What follows belongs to an exercise in optimizing a design on an open flow for small area, a short achievable clock period and few clock cycles; a production flow would make more cautious choices.
RTL that was checked went through simulation tests only; none was proved equivalent to the original.
No activity file was given, so power comes from the tool's default toggle rates.

Setup of main:
==> flow/design.v <==
module dcache_line_nway #(
  parameter int unsigned DATABITS      = 32,
  parameter int unsigned ADDRBITS      = 32,
  parameter int unsigned CACHEADDRBITS = 4,
  parameter int unsigned LSBITS        = 2,
  parameter int unsigned WAYS          = 4,
  parameter int unsigned WAYBITS       = (WAYS > 1) ? $clog2(WAYS) : 1,
  parameter int unsigned CNTMISSBITS   = 8
) (
  input  logic                     clk,
  input  logic                     reset,
  input  logic [ADDRBITS-1:0]      dcache_addr,
  input  logic [DATABITS-1:0]      dcache_in,
  input  logic [DATABITS/8-1:0]    byteenable,
  input  logic                     dcache_rdreq,
  input  logic                     dcache_wrreq,
  output logic [DATABITS-1:0]      dcache_out,
  output logic                     dcache_valid,
  output logic                     dcache_busy,
  input  logic                     invalidate,
  output logic [ADDRBITS-1:0]      mem_addr,
  output logic [DATABITS-1:0]      mem_out,
  output logic                     mem_wrreq,
  input  logic                     mem_wr_ack,
  output logic                     mem_rdreq,
  input  logic [DATABITS-1:0]      mem_in,
  input  logic                     mem_in_valid,
  output logic [CNTMISSBITS-1:0]   cnt_miss
);
  localparam int unsigned TAGBITS = ADDRBITS - CACHEADDRBITS - LSBITS;
  localparam int unsigned BANKNUM = DATABITS / 8;
  localparam int unsigned WORDS   = 1 << CACHEADDRBITS;
  localparam logic [CACHEADDRBITS-1:0] LastWord = CACHEADDRBITS'(WORDS - 1);
  logic                     busy_q, wb_q, fill_q, dvalid_q;
  logic [WAYS-1:0]          valid_q, dirty_q;
  logic [WAYBITS-1:0]       ptr_q;
  logic [CACHEADDRBITS-1:0] cnt_q;
  logic [CACHEADDRBITS-1:0] nxt_q;       
  logic [CNTMISSBITS-1:0]   cnt_miss_q;
  logic [CACHEADDRBITS-1:0] req_word_q;
  logic [DATABITS-1:0]      wdata_q;
  logic [BANKNUM-1:0]       be_q;
  logic                     is_wr_q;
  logic [TAGBITS-1:0]       mtag_q;
  logic [DATABITS-1:0]      mout_q;
  logic [DATABITS-1:0]      out_q;
  logic [TAGBITS-1:0]       tag_q  [WAYS];
  logic [DATABITS-1:0]      data_q [WAYS][WORDS];
  logic                     idle, req, hit, vdirty;
  logic [TAGBITS-1:0]       in_tag, vic_tag;
  logic [CACHEADDRBITS-1:0] in_word, nxt_word;
  logic [WAYS-1:0]          hit_w, vic, rd_way;
  logic [WORDS-1:0]         rd_sel;
  logic [DATABITS-1:0]      rd_data, w0_data, wbus;
  logic [DATABITS-1:0]      way_word [WAYS];
  logic                     fill_beat, wb_beat, last, merge_word;
  logic [WORDS-1:0]         fill_sel;
  logic [BANKNUM-1:0]       wr_sel [WORDS];
  logic                     unused_lsb;
  assign idle       = !(wb_q || fill_q);
  assign req        = dcache_rdreq || dcache_wrreq;
  assign in_tag     = dcache_addr[ADDRBITS-1 -: TAGBITS];
  assign in_word    = dcache_addr[LSBITS +: CACHEADDRBITS];
  assign unused_lsb = ^dcache_addr[LSBITS-1:0];
  assign last       = (cnt_q == LastWord);
  assign fill_beat  = fill_q && mem_in_valid;
  assign wb_beat    = wb_q && mem_wr_ack;
  assign nxt_word   = nxt_q;
  assign merge_word = is_wr_q && (cnt_q == req_word_q);
  always_comb begin
    vic = '0;
    vic[ptr_q] = 1'b1;
    for (int w = WAYS - 1; w >= 0; w--) begin
      if (!valid_q[w]) begin
        vic    = '0;
        vic[w] = 1'b1;
      end
    end
  end
  always_comb begin
    vdirty  = 1'b0;
    vic_tag = '0;
    w0_data = '0;
    for (int w = 0; w < WAYS; w++) begin
      vdirty  = vdirty | (vic[w] & valid_q[w] & dirty_q[w]);
      vic_tag = vic_tag | ({TAGBITS{vic[w]}} & tag_q[w]);
      w0_data = w0_data | ({DATABITS{vic[w]}} & data_q[w][0]);
    end
  end
  always_comb begin
    for (int w = 0; w < WAYS; w++) hit_w[w] = valid_q[w] && (tag_q[w] == in_tag);
  end
  assign hit = |hit_w;
  always_comb begin
    for (int k = 0; k < WORDS; k++)
      rd_sel[k] = ((idle ? in_word : nxt_word) == k);
    for (int w = 0; w < WAYS; w++) rd_way[w] = (idle && hit_w[w]) || (wb_q && vic[w]);
  end
  always_comb begin
    rd_data = '0;
    for (int w = 0; w < WAYS; w++) begin
      way_word[w] = '0;
      for (int k = 0; k < WORDS; k++)
        way_word[w] = way_word[w] | ({DATABITS{rd_sel[k]}} & data_q[w][k]);
      rd_data = rd_data | ({DATABITS{rd_way[w]}} & way_word[w]);
    end
  end
  always_comb begin
    for (int b = 0; b < BANKNUM; b++)
      wbus[8*b +: 8] = idle ? dcache_in[8*b +: 8] :
                       (merge_word && be_q[b]) ? wdata_q[8*b +: 8] : mem_in[8*b +: 8];
  end
  always_comb begin
    for (int k = 0; k < WORDS; k++) begin
      fill_sel[k] = fill_beat && (cnt_q == k);
      for (int b = 0; b < BANKNUM; b++)
        wr_sel[k][b] = idle && dcache_wrreq && (in_word == k) && byteenable[b];
    end
  end
  always_ff @(posedge clk) begin
    for (int w = 0; w < WAYS; w++) begin
      for (int k = 0; k < WORDS; k++) begin
        for (int b = 0; b < BANKNUM; b++) begin
          if ((hit_w[w] && wr_sel[k][b]) || (vic[w] && fill_sel[k]))
            data_q[w][k][8*b +: 8] <= wbus[8*b +: 8];
        end
      end
      if (idle && req && !hit && vic[w]) tag_q[w] <= in_tag;
    end
  end
  always_ff @(posedge clk) begin
    if (idle) begin
      req_word_q <= in_word;
      wdata_q    <= dcache_in;
      be_q       <= byteenable;
      is_wr_q    <= dcache_wrreq;
      mtag_q     <= vdirty ? vic_tag : in_tag;
    end else if (wb_beat && last) begin
      mtag_q     <= vic_tag;    
    end
    if (idle || wb_beat)
      mout_q <= rd_data | ({DATABITS{idle}} & w0_data);
    if (idle ? dcache_rdreq : (fill_beat && !is_wr_q && (cnt_q == req_word_q)))
      out_q <= rd_data | ({DATABITS{fill_q}} & mem_in);
  end
  always_ff @(posedge clk or posedge reset) begin
    if (reset) begin
      busy_q     <= 1'b0;
      wb_q       <= 1'b0;
      fill_q     <= 1'b0;
      dvalid_q   <= 1'b0;
      valid_q    <= '0;
      dirty_q    <= '0;
      ptr_q      <= '0;
      cnt_q      <= '0;
      nxt_q      <= CACHEADDRBITS'(1);
      cnt_miss_q <= '0;
    end else begin
      dvalid_q <= 1'b0;
      if (idle) begin
        if (invalidate) begin
          valid_q <= '0;
          dirty_q <= '0;
        end
        if (req) begin
          if (hit) begin
            dvalid_q <= 1'b1;
            if (dcache_wrreq) dirty_q <= dirty_q | hit_w;
          end else begin
            busy_q <= 1'b1;
            wb_q   <= vdirty;
            fill_q <= !vdirty;
            if (cnt_miss_q != '1) cnt_miss_q <= cnt_miss_q + 1'b1;
          end
        end
      end
      if (wb_beat) begin
        cnt_q <= nxt_q;
        nxt_q <= nxt_q + 1'b1;
        if (last) begin
          wb_q   <= 1'b0;
          fill_q <= 1'b1;
        end
      end
      if (fill_beat) begin
        cnt_q <= nxt_q;
        nxt_q <= nxt_q + 1'b1;
        if (last) begin
          fill_q   <= 1'b0;
          busy_q   <= 1'b0;
          dvalid_q <= 1'b1;
          valid_q  <= valid_q | vic;
          dirty_q  <= is_wr_q ? (dirty_q | vic) : (dirty_q & ~vic);
          if (vic[ptr_q]) ptr_q <= ptr_q + 1'b1;
        end
      end
    end
  end
  assign dcache_out   = out_q;
  assign dcache_valid = dvalid_q;
  assign dcache_busy  = busy_q;
  assign mem_wrreq    = wb_q;
  assign mem_rdreq    = fill_q;
  assign mem_addr     = {mtag_q, cnt_q, {LSBITS{1'b0}}};
  assign mem_out      = mout_q;
  assign cnt_miss     = cnt_miss_q;
endmodule
Settings: LEC_CHECK=0, CAP_MARGIN=20, CORE_MARGIN=2, CORE_UTILIZATION=60, CTS_CLUSTER_DIAMETER=100, CTS_CLUSTER_SIZE=24, PLACE_DENSITY=0.7, SLEW_MARGIN=20, TNS_END_PERCENT=10; clock period 10.0 ns.
standard.sh (not shown) runs the stock make flow with config.mk's settings and CLKGATE_MAP_FILE= SYNTH_SCRIPT=/design/flow/synth_recipe.tcl, a recipe that flattens the netlist after the stock synthesis.
==> flow/flow/run.sh <==
#!/bin/bash
bash standard.sh SETUP_SLACK_MARGIN=6.3 MATCH_CELL_FOOTPRINT=0 \
  "BUFFER_PORTS_ARGS=-buffer_cell sky130_fd_sc_hd__buf_2" finish > standard_flow.log 2>&1
Testbench counts of main, summed over its fixed seeds: cycles 90,735.
Changes in the feature branch relative to main:
-- flow/design.v --
<<< main, line 38
  logic [CACHEADDRBITS-1:0] nxt_q;       
  logic [CNTMISSBITS-1:0]   cnt_miss_q;
  logic [CACHEADDRBITS-1:0] req_word_q;
  logic [DATABITS-1:0]      wdata_q;
>>> the feature branch, line 38
  logic [CACHEADDRBITS-1:0] nxt_q;       
  logic [CNTMISSBITS-1:0]   cnt_miss_q;
  logic [TAGBITS-1:0]       req_tag_q;
  logic [CACHEADDRBITS-1:0] req_word_q;
  logic [DATABITS-1:0]      wdata_q;
<<< main, line 126
        end
      end
      if (idle && req && !hit && vic[w]) tag_q[w] <= in_tag;
    end
  end
  always_ff @(posedge clk) begin
    if (idle) begin
      req_word_q <= in_word;
      wdata_q    <= dcache_in;
>>> the feature branch, line 127
        end
      end
      if (fill_beat && last && vic[w]) tag_q[w] <= req_tag_q;
    end
  end
  always_ff @(posedge clk) begin
    if (idle) begin
      req_tag_q  <= in_tag;
      req_word_q <= in_word;
      wdata_q    <= dcache_in;
<<< main, line 137
      mtag_q     <= vdirty ? vic_tag : in_tag;
    end else if (wb_beat && last) begin
      mtag_q     <= vic_tag;    
    end
    if (idle || wb_beat)
>>> the feature branch, line 139
      mtag_q     <= vdirty ? vic_tag : in_tag;
    end else if (wb_beat && last) begin
      mtag_q     <= req_tag_q;
    end
    if (idle || wb_beat)
==> comparison <==
- Higher final-stage net count was reported by main, not the feature branch.
- Compared with main, in the feature branch part of the total power dissipated in the clock network saw an increase; die footprint saw an increase; core area saw an increase.
- Instance count of the mapped netlist: the feature branch vs main — no meaningful difference
- Where overall power of the completed layout is concerned, main is outperformed by the feature branch.
- main ended up with more cell instances than the feature branch did.
- When the final numbers for the feature branch and main were put side by side, the number of cell instances on the worst register-to-register path turned out to be smaller in the feature branch.
The RTL of the feature branch was laid out without a check of its function.

## re-timing with driven ports
How much do the figures lean on ideal ports? The routed layouts below were timed once more, with nothing changed but the port constraints. Step 1, drivers: a clkbuf_16 drives clk and a buf_2 each remaining input, both assumed. Step 2, shift: input delay + t, output delay - t, t = (earliest + latest rising clock arrival at the registers) / 2. This alone moves slack from input paths to output paths. Slacks: ideal ports / drivers / drivers and shift; pairs: ideal ports / drivers.
| run | shift t [ns] | setup slack, ns | hold slack, ns |
|---|---|---|---|
| main | 0.887 | 5.555 / 5.414 / 4.527 | 0.503 / 0.503 / 0.503 |
| the feature branch | 0.875 | 5.524 / 5.424 / 4.549 | 0.498 / 0.498 / 0.498 |
After both steps every run listed still meets setup and hold. The setup slack of main, which loses most, moves by -0.141 ns with the drivers and by -1.028 ns with both steps.
